This design comes from an exercise in tuning for small area, a short achievable clock period and few clock cycles per item on the open sky130 flow, not from production work.
Function was checked by simulation only, so behaviour that the tests miss may differ from the original.
No activity file was given, so power comes from the tool's default toggle rates.

==> inputs of exp/onyx <==
// npu_top
module npu_top #(
    parameter int N = 4
) (
    input  logic                  i_clk,
    input  logic                  i_rst_n,
    input  logic                  i_map_sop,
    input  logic                  i_map_eop,
    input  logic                  i_map_vld,
    input  logic [31:0]           i_map_data,
    input  logic                  i_weight_sop,
    input  logic                  i_weight_eop,
    input  logic                  i_weight_vld,
    input  logic [31:0]           i_weight_data,
    input  logic                  i_rd_sop,
    input  logic [$clog2(N)-1:0]  i_rd_col,
    output logic                  o_save_finish,
    output logic                  o_rd_vld,
    output logic                  o_rd_eop,
    output logic [15:0]           o_rd_data
);
clock: 8.0 ns
lec_check: 0
cap_margin: 20
core_margin: 2
core_utilization: 40
setup_slack_margin: 5
slew_margin: 20
run.sh (not shown) runs the stock make flow with config.mk's settings and CLKGATE_MAP_FILE= SYNTH_SCRIPT=/design/flow/synth_recipe.tcl, a recipe that flattens the netlist after the stock synthesis.
==> exp/zinc: changes against exp/onyx <==
- CTS_CLUSTER_DIAMETER: default -> 100
- CTS_CLUSTER_SIZE: default -> 24
==> notes.md <==
Logic power comb=10700 uW; clock share of power=14.6%; number of clock buffers in the layout=91; met2 GRT Util=36.1%; status=timing/DRC/antenna clean; Ant. Diodes=2; Layout clock area frac=2.96%; Clock Pin Slew Worst Setup and Hold Paths=100 ps
-- figures above: exp/zinc

==> notes.md <==
status=timing/DRC/antenna clean; Layout clock area frac=6.36%; Ant. Diodes=0; number of clock buffers in the layout=150; Clock Pin Slew Worst Setup and Hold Paths=60 ps; Logic power comb=10600 uW; clock share of power=21.9%
-- figures above: exp/onyx

Testbench counts of exp/onyx, summed over its fixed seeds: cycles 12,544, items 320.
Testbench counts of exp/zinc, summed over its fixed seeds: cycles 12,544, items 320.

* * *

==> build 46: inputs <==
npu_top, a different RTL version from the one above (not shown whole).
==> module result_cache, before the edit <==
module result_cache (
    input  logic                   i_clk,
    input  logic                   i_rst_n,
    input  logic                   i_copy,
    input  logic [15:0][15:0]      i_c,
    input  logic                   i_rd_sop,
    input  logic [1:0]             i_rd_col,
    output logic                   o_rd_vld,
    output logic                   o_rd_eop,
    output logic [15:0]            o_rd_data
);
    logic [15:0][15:0] snap;
    logic [1:0]        rd_row;
    logic [1:0]        rd_col;
    logic [1:0]        nxt_row;
    logic [1:0]        nxt_col;
    logic [2:0]        rd_left;
    always_ff @(posedge i_clk) begin
        if (i_copy) begin
            snap <= i_c;
        end
    end
    assign nxt_row = (rd_left != 3'd0) ? rd_row + 2'd1 : 2'd0;
    assign nxt_col = (rd_left != 3'd0) ? rd_col : i_rd_col;
    always_ff @(posedge i_clk) begin
        if (!i_rst_n) begin
            rd_left  <= '0;
            o_rd_vld <= 1'b0;
            o_rd_eop <= 1'b0;
            rd_row   <= '0;
            rd_col   <= '0;
        end else if (rd_left == 3'd0) begin
            if (i_rd_sop) begin
                rd_left  <= 3'd4;
                o_rd_vld <= 1'b1;
                rd_row   <= 2'd0;
                rd_col   <= i_rd_col;
            end
        end else begin
            rd_left  <= rd_left - 3'd1;
            rd_row   <= nxt_row;
            o_rd_vld <= (rd_left != 3'd1);
            o_rd_eop <= (rd_left == 3'd2);
        end
    end
    always_ff @(posedge i_clk) begin
        o_rd_data <= snap[{nxt_row, nxt_col}];
    end
endmodule
==> flow/config.mk <==
export PLATFORM = sky130hd
export DESIGN_NAME = npu_top
export DESIGN_NICKNAME = npu_top
export VERILOG_FILES = /design/flow/design.v
export SDC_FILE = /design/flow/constraint.sdc
export NUM_CORES = 4
export LEC_CHECK = 0
export CAP_MARGIN = 20
export CORE_MARGIN = 2
export CORE_UTILIZATION = 40
export SETUP_SLACK_MARGIN = 5
export SLEW_MARGIN = 20
==> flow/constraint.sdc <==
create_clock -name core_clock -period 8.0 [get_ports {i_clk}]
set_input_delay 1.6000 -clock core_clock [delete_from_list [all_inputs] [get_ports {i_clk}]]
set_output_delay 1.6000 -clock core_clock [all_outputs]
set_load 0.01 [all_outputs]
==> trial 41 (differences from build 46) <==
--- a/flow/design.v
+++ b/flow/design.v
@@ -2086,5 +2086,4 @@
     logic [1:0]        rd_col;
     logic [1:0]        nxt_row;
-    logic [1:0]        nxt_col;
     logic [2:0]        rd_left;
     always_ff @(posedge i_clk) begin
@@ -2094,5 +2093,4 @@
     end
     assign nxt_row = (rd_left != 3'd0) ? rd_row + 2'd1 : 2'd0;
-    assign nxt_col = (rd_left != 3'd0) ? rd_col : i_rd_col;
     always_ff @(posedge i_clk) begin
         if (!i_rst_n) begin
@@ -2117,5 +2115,9 @@
     end
     always_ff @(posedge i_clk) begin
-        o_rd_data <= snap[{nxt_row, nxt_col}];
+        if (rd_left != 3'd0) begin
+            o_rd_data <= snap[{nxt_row, rd_col}];
+        end else begin
+            o_rd_data <= snap[{2'd0, i_rd_col}];
+        end
     end
 endmodule
--- a/flow/config.mk
+++ b/flow/config.mk
@@ -6,7 +6,10 @@
 export NUM_CORES = 4
 export LEC_CHECK = 0
+export ABC_AREA = 1
 export CAP_MARGIN = 20
 export CORE_MARGIN = 2
 export CORE_UTILIZATION = 40
+export CTS_CLUSTER_DIAMETER = 100
+export CTS_CLUSTER_SIZE = 24
 export SETUP_SLACK_MARGIN = 5
 export SLEW_MARGIN = 20
==> build 11 (differences from build 46) <==
--- a/flow/config.mk
+++ b/flow/config.mk
@@ -9,4 +9,5 @@
 export CORE_MARGIN = 2
 export CORE_UTILIZATION = 40
+export CTS_BUF_LIST = sky130_fd_sc_hd__clkbuf_8
 export SETUP_SLACK_MARGIN = 5
 export SLEW_MARGIN = 20
==> trial 82 (differences from build 46) <==
--- a/flow/design.v
+++ b/flow/design.v
@@ -2086,5 +2086,4 @@
     logic [1:0]        rd_col;
     logic [1:0]        nxt_row;
-    logic [1:0]        nxt_col;
     logic [2:0]        rd_left;
     always_ff @(posedge i_clk) begin
@@ -2094,5 +2093,4 @@
     end
     assign nxt_row = (rd_left != 3'd0) ? rd_row + 2'd1 : 2'd0;
-    assign nxt_col = (rd_left != 3'd0) ? rd_col : i_rd_col;
     always_ff @(posedge i_clk) begin
         if (!i_rst_n) begin
@@ -2117,5 +2115,9 @@
     end
     always_ff @(posedge i_clk) begin
-        o_rd_data <= snap[{nxt_row, nxt_col}];
+        if (rd_left != 3'd0) begin
+            o_rd_data <= snap[{nxt_row, rd_col}];
+        end else begin
+            o_rd_data <= snap[{2'd0, i_rd_col}];
+        end
     end
 endmodule
--- a/flow/config.mk
+++ b/flow/config.mk
@@ -9,4 +9,7 @@
 export CORE_MARGIN = 2
 export CORE_UTILIZATION = 40
+export CTS_CLUSTER_DIAMETER = 100
+export CTS_CLUSTER_SIZE = 24
+export PLACE_DENSITY = 0.7
 export SETUP_SLACK_MARGIN = 5
 export SLEW_MARGIN = 20
==> qor summary <==
| quantity | trial 41 | build 11 | build 46 | trial 82 |
|---|---|---|---|---|
| Largest fanout of any net on the critical path | 9 | 33 | 16 | 4 |
| Clock share of power | 0.128 | 0.212 | 0.231 | 0.147 |
| P&R area growth vs syn | 11.8% | 14.0% | 14.9% | 10.7% |
| Number of antenna violations at the first check in global routing | 7 | 3 | 2 | 1 |
| Mapped Avg Cell Area | 11.3 sq um | 14.4 sq um | 14.4 sq um | 14.5 sq um |
| Switching Fraction | 0.448 | 0.382 | 0.372 | 0.395 |
| Count of multi-input combinational gates | 2,496 | 1,840 | 1,845 | 1,842 |
| Status | complete, no violations | complete, no violations | complete, no violations | complete, no violations |
| Routed length on met3 | 13,300 microns | 12,300 microns | 12,300 microns | 11,600 microns |
| Share of synthesized area occupied by flip-flops and latches | 0.595 | 0.617 | 0.617 | 0.616 |
| Tcrit/Tclk final | 0.370 | 0.379 | 0.374 | 0.382 |
| Total chip power | 24,700 uW | 22,200 uW | 22,900 uW | 21,300 uW |
| DR iter-0 viols | 3,742 | 3,046 | 3,272 | 3,366 |
| Placed wire-length estimate after detailed placement | 105,000 microns | 93,500 microns | 93,500 microns | 88,800 microns |
| Count of unique library cells instantiated by Yosys | 51 | 50 | 50 | 56 |
| Fill cells | 11,599 | 10,858 | 10,765 | 10,730 |
| Total buffers and inverters traversed by the critical path | 4 | 2 | 3 | 3 |
| Worst-case clock skew | 0.0388 ns | 0.0536 ns | 0.0292 ns | 0.0258 ns |
| Proportion of cell area occupied by multi-input gates | 0.313 | 0.314 | 0.313 | 0.325 |
| Setup repair after global routing missed its margin | false | true | true | true |
| Xor/xnor cell area share of the yosys netlist | 0.0566 | 0.0712 | 0.0712 | 0.0711 |
| Beginning of the worst hold path | u_pe_array.p2_602$_DFF_P_ | u_pe_array.p2_601$_DFF_P_ | u_pe_array.p2_602$_DFF_P_ | u_pe_array.p2_602$_DFF_P_ |
| M2 GR Usage | 0.363 | 0.365 | 0.366 | 0.339 |
| Capture endpoint of the worst hold path | u_pe_array.p6_904$_DFF_P_ | u_pe_array.p6_903$_DFF_P_ | u_pe_array.p6_904$_DFF_P_ | u_pe_array.p6_904$_DFF_P_ |
Testbench counts of build 46, summed over its fixed seeds: cycles 12,544, items 320.
Testbench counts of trial 41, summed over its fixed seeds: cycles 12,544, items 320.
Testbench counts of build 11, summed over its fixed seeds: cycles 12,544, items 320.
Testbench counts of trial 82, summed over its fixed seeds: cycles 12,544, items 320.

-- afterwards: timing with drivers on the ports --
The results above use ideal ports. As a check the final layouts listed here were re-extracted and re-timed, cells and wires unchanged. Step 1 assumes that a clkbuf_16 drives the clock port and a buf_2 every other input. Step 2 moves the port delays by t, midway between the first and last clock arrival at a register: inputs arrive t later, outputs are due t later. That takes back most of the time a late clock gives input paths. Slacks: ideal ports / drivers / drivers and shift; pairs: ideal ports / drivers.
| run | shift t [ns] | setup WS [ns] | worst data-port slew with drivers (ns) |
|---|---|---|---|
| exp/onyx | 0.760 | 5.023 / 4.974 / 4.333 | 0.08 |
| exp/zinc | 0.734 | 5.031 / 4.974 / 4.374 | 0.08 |
| build 46 | 0.763 | 5.008 / 4.961 / 4.302 | 0.09 |
| trial 41 | 0.751 | 5.037 / 4.965 / 4.386 | 0.06 |
| build 11 | 0.929 | 4.967 / 4.936 / 4.088 | 0.09 |
| trial 82 | 0.721 | 4.945 / 4.945 / 4.321 | 0.08 |
After both steps every run listed still meets setup and hold. For build 11, which loses most, drivers alone change the setup slack by -0.031 ns; drivers and shift together by -0.879 ns.
